Background: an optimization exercise with open tools, aiming at small area, a short achievable clock period and few clock cycles. Do not read the settings as production practice.
RTL that was checked went through simulation tests only; none was proved equivalent to the original.

## v6
==> flow/design.v <==
`timescale 1ns/1ps
module slab_alloc_top (
    input  logic                    clk,
    input  logic                    rst,
    input  logic [15:0]             req_size,
    input  logic                    req_valid,
    output logic                    req_ready,
    output logic [32-1:0] malloc_pointer,
    output logic                    malloc_failed,
    output logic                    malloc_valid,
    input  logic                    malloc_ready,
    input  logic [32-1:0] free_pointer,
    input  logic [15:0]             free_size,
    input  logic                    free_valid,
    output logic                    free_ready,
    output logic                    error_overflow
);
    function automatic logic [4:1] size_class(input logic [15:0] s);
        logic nz;
        logic [4:1] le;      
        nz = s != 16'd0;
        le[1] = s[15:7] == 9'd0 && !(s[6] && s[5:0] != 6'd0);
        le[2] = s[15:8] == 8'd0 && !(s[7] && s[6:0] != 7'd0);
        le[3] = s[15:9] == 7'd0 && !(s[8] && s[7:0] != 8'd0);
        le[4] = s[15:10] == 6'd0 && !(s[9] && s[8:0] != 9'd0);
        size_class[1] = nz && le[1];
        size_class[2] = le[2] && !le[1];
        size_class[3] = le[3] && !le[2];
        size_class[4] = le[4] && !le[3];
    endfunction
    logic [4:1] acls;
    logic [4:1] fcls;
    logic       acc_alloc;
    logic       acc_free;
    assign acls = size_class(req_size);
    assign fcls = size_class(free_size);
    assign acc_alloc = req_valid;
    assign acc_free = free_valid;
    assign req_ready = 1'b1;
    assign free_ready = 1'b1;
    logic [3:0] pg;
    logic       pg_avail;
    assign pg_avail = pg != 4'd10;
    logic [4:1] wr;
    logic [4:1] pop;
    logic [4:1] bg_set;
    logic       pg_take;
    logic [7:0] wr_data;
    logic [8:0] effm [1:4];      
    logic [4:1] ok;              
    logic [4:1] full;            
    logic [4:1] ne;              
    logic [4:1] a_push;          
    logic [4:1] a_page;          
    logic [8:0] ptr_q;
    logic [8:0] ptr_next;
    always_comb begin
        ptr_next = '0;
        for (int k = 1; k <= 4; k++)
            ptr_next = ptr_next | (acls[k] ? effm[k] : 9'd0);
    end
    always_ff @(posedge clk) begin
        if (rst) begin
            malloc_valid <= 1'b0;
            malloc_failed <= 1'b0;
            wr <= '0;
            pop <= '0;
            bg_set <= '0;
            pg_take <= 1'b0;
            error_overflow <= 1'b0;
        end else begin
            if (acc_alloc) begin
                malloc_valid <= 1'b1;
                malloc_failed <= (acls & ok) == '0;
            end else if (malloc_ready) begin
                malloc_valid <= 1'b0;
            end
            if (acc_alloc) begin
                wr <= acls & a_push;
                pop <= acls & ne;
                bg_set <= acls & a_push;
                pg_take <= (acls & a_page) != '0;
            end else begin
                wr <= acc_free ? (fcls & ~full) : 4'd0;
                pop <= '0;
                bg_set <= '0;
                pg_take <= 1'b0;
            end
            error_overflow <= acc_free && (fcls & full) != '0;
        end
    end
    always_ff @(posedge clk) begin
        if (acc_alloc)
            ptr_q <= ptr_next;
        wr_data <= free_pointer[13:6];
    end
    assign malloc_pointer = {17'd0, ptr_q, 6'd0};
    always_ff @(posedge clk) begin
        if (rst)
            pg <= 4'd2;
        else if (pg_take)
            pg <= pg + 1'b1;
    end
    function automatic logic [3:0] inc15(input logic [3:0] x);
        inc15 = x == 4'd14 ? 4'd0 : x + 1'b1;
    endfunction
    for (genvar k = 1; k <= 4; k++) begin : g_cls
        localparam int W = 9 - k;
        localparam int OW = 6 - k;
        logic [W-1:0] mem [15];
        logic [W-1:0] head_q;
        logic [3:0]   rd;
        logic [3:0]   wt;
        logic [4:0]   cnt;       
        logic         empty;     
        logic         one;       
        logic         bg_h;
        logic         bg_m;
        logic [3:0]   bg_s;
        logic         hasrem;
        logic [7:0]   a8;
        logic [W-1:0] wr_k;
        logic         to_ring;
        logic         head_ld;
        logic         head_wr;
        logic [7:0]   h_a8;
        logic [7:0]   w_a8;
        logic [7:0]   p_a8;
        logic [W-1:0] rest;      
        logic [W-1:0] wd;
        assign wr_k = wr_data[7:k-1];
        assign rest = empty ? W'({pg[2:0], {(OW-1){1'b0}}, 1'b1})
                            : {head_q[W-1:OW], head_q[OW-1:0] + 1'b1};
        assign wd = bg_set[k] ? rest : wr_k;
        assign h_a8 = 8'({head_q, {(k-1){1'b0}}});
        assign w_a8 = 8'({wr_k, {(k-1){1'b0}}});
        assign p_a8 = {pg[2:0], 5'd0};
        assign ne[k] = !empty || wr[k];
        assign full[k] = wr[k] ? cnt == 5'd15 : cnt[4];
        assign a8 = !empty ? h_a8 : wr[k] ? w_a8 : p_a8;
        assign ok[k] = ne[k] || pg_avail;
        assign effm[k] = ok[k] ? {a8[7:6] == 2'b00, a8} : 9'd0;
        assign hasrem = head_q[OW-1:0] != {OW{1'b1}};
        assign a_push[k] = ne[k] ? (bg_h && hasrem) : pg_avail;
        assign a_page[k] = !ne[k] && pg_avail;
        assign head_wr = empty || one;
        assign to_ring = wr[k] && !empty && !(one && pop[k]);
        assign head_ld = pop[k] || (wr[k] && empty);
        always_ff @(posedge clk) begin
            if (to_ring)
                mem[wt] <= wd;
        end
        always_ff @(posedge clk) begin
            if (head_ld)
                head_q <= head_wr ? wd : mem[rd];
        end
        always_ff @(posedge clk) begin
            if (rst) begin
                rd <= '0;
                wt <= '0;
                cnt <= '0;
                empty <= 1'b1;
                one <= 1'b0;
                bg_h <= 1'b0;
                bg_m <= 1'b0;
            end else begin
                if (to_ring)
                    wt <= inc15(wt);
                if (pop[k] && !head_wr)
                    rd <= inc15(rd);
                if (wr[k] && !pop[k]) begin
                    cnt <= cnt + 1'b1;
                    empty <= 1'b0;
                    one <= empty;
                end else if (pop[k] && !wr[k]) begin
                    cnt <= cnt - 1'b1;
                    empty <= one;
                    one <= cnt == 5'd2;
                end
                if (head_ld)
                    bg_h <= head_wr ? bg_set[k] : (bg_m && bg_s == rd);
                if (to_ring && bg_set[k]) begin
                    bg_m <= 1'b1;
                    bg_s <= wt;
                end else if (head_ld && !head_wr && bg_s == rd) begin
                    bg_m <= 1'b0;
                end
            end
        end
    end
endmodule
clock: 6.0 ns
lec_check: 0
cap_margin: 20
core_margin: 2
core_utilization: 40
cts_buf_list: sky130_fd_sc_hd__clkbuf_8
cts_cluster_diameter: 50
cts_cluster_size: 20
setup_slack_margin: 3.5
slew_margin: 20
run.sh (not shown) runs the stock make flow with config.mk's settings and CLKGATE_MAP_FILE= SYNTH_SCRIPT=/design/flow/synth_recipe.tcl, a recipe that flattens the netlist after the stock synthesis.
## Diff of input files: v7 against v6
-- flow/design.v --
<<< v6, line 130
        logic [W-1:0] wd;
        assign wr_k = wr_data[7:k-1];
        assign rest = empty ? W'({pg[2:0], {(OW-1){1'b0}}, 1'b1})
                            : {head_q[W-1:OW], head_q[OW-1:0] + 1'b1};
        assign wd = bg_set[k] ? rest : wr_k;
        assign h_a8 = 8'({head_q, {(k-1){1'b0}}});
>>> v7, line 130
        logic [W-1:0] wd;
        assign wr_k = wr_data[7:k-1];
        assign rest = {ptr_q[7:5], ptr_q[4:k-1] + 1'b1};
        assign wd = bg_set[k] ? rest : wr_k;
        assign h_a8 = 8'({head_q, {(k-1){1'b0}}});
==> run summary <==
In v7, cell count is lower than in v6. Re first-pass GRT wire length: v7 and v6 aren't equal, and the higher value belongs to v7. Comparing v6 against v7, there is no change at all in remaining global-route overflow. v7 vs v6 — post-DP HPWL dropped slightly. Diff v6 -> v7: final area shrank by about 1.6%; die area shrank by 0.79%; worst setup skew after layout shrank by 39 ps.
Testbench counts of v7, summed over its fixed seeds: cycles 7,452.
The RTL of v6 was laid out without a check of its function.

-- static timing again, ports no longer ideal --
In the flow no input, the clock included, has a driving cell. The finished layouts below were timed again as built, in two steps.
Step 1, drivers: a clkbuf_16 drives clk and a buf_2 each remaining input, both assumed.
Step 2 times the ports against the registers' clock, not the clock port: input delays grow and output delays shrink by t, the midpoint of the rising clock arrivals with the driver on.
Slacks: no drivers / after step 1 / after step 2; pairs: no drivers / after step 1.
run	t, ns	setup WS [ns]	worst register clock-pin slew, ns	worst slew at a driven data input, ns	cell pins on the clock port's net
v6	0.704	3.287 / 3.313 / 2.609	0.12 / 0.12	0.05	1
v7	0.718	3.389 / 3.333 / 2.765	0.12 / 0.12	0.04	1
After both steps setup and hold are still met in every run listed. The setup slack of v6, which loses most, moves by +0.026 ns with the drivers and by -0.678 ns with both steps.
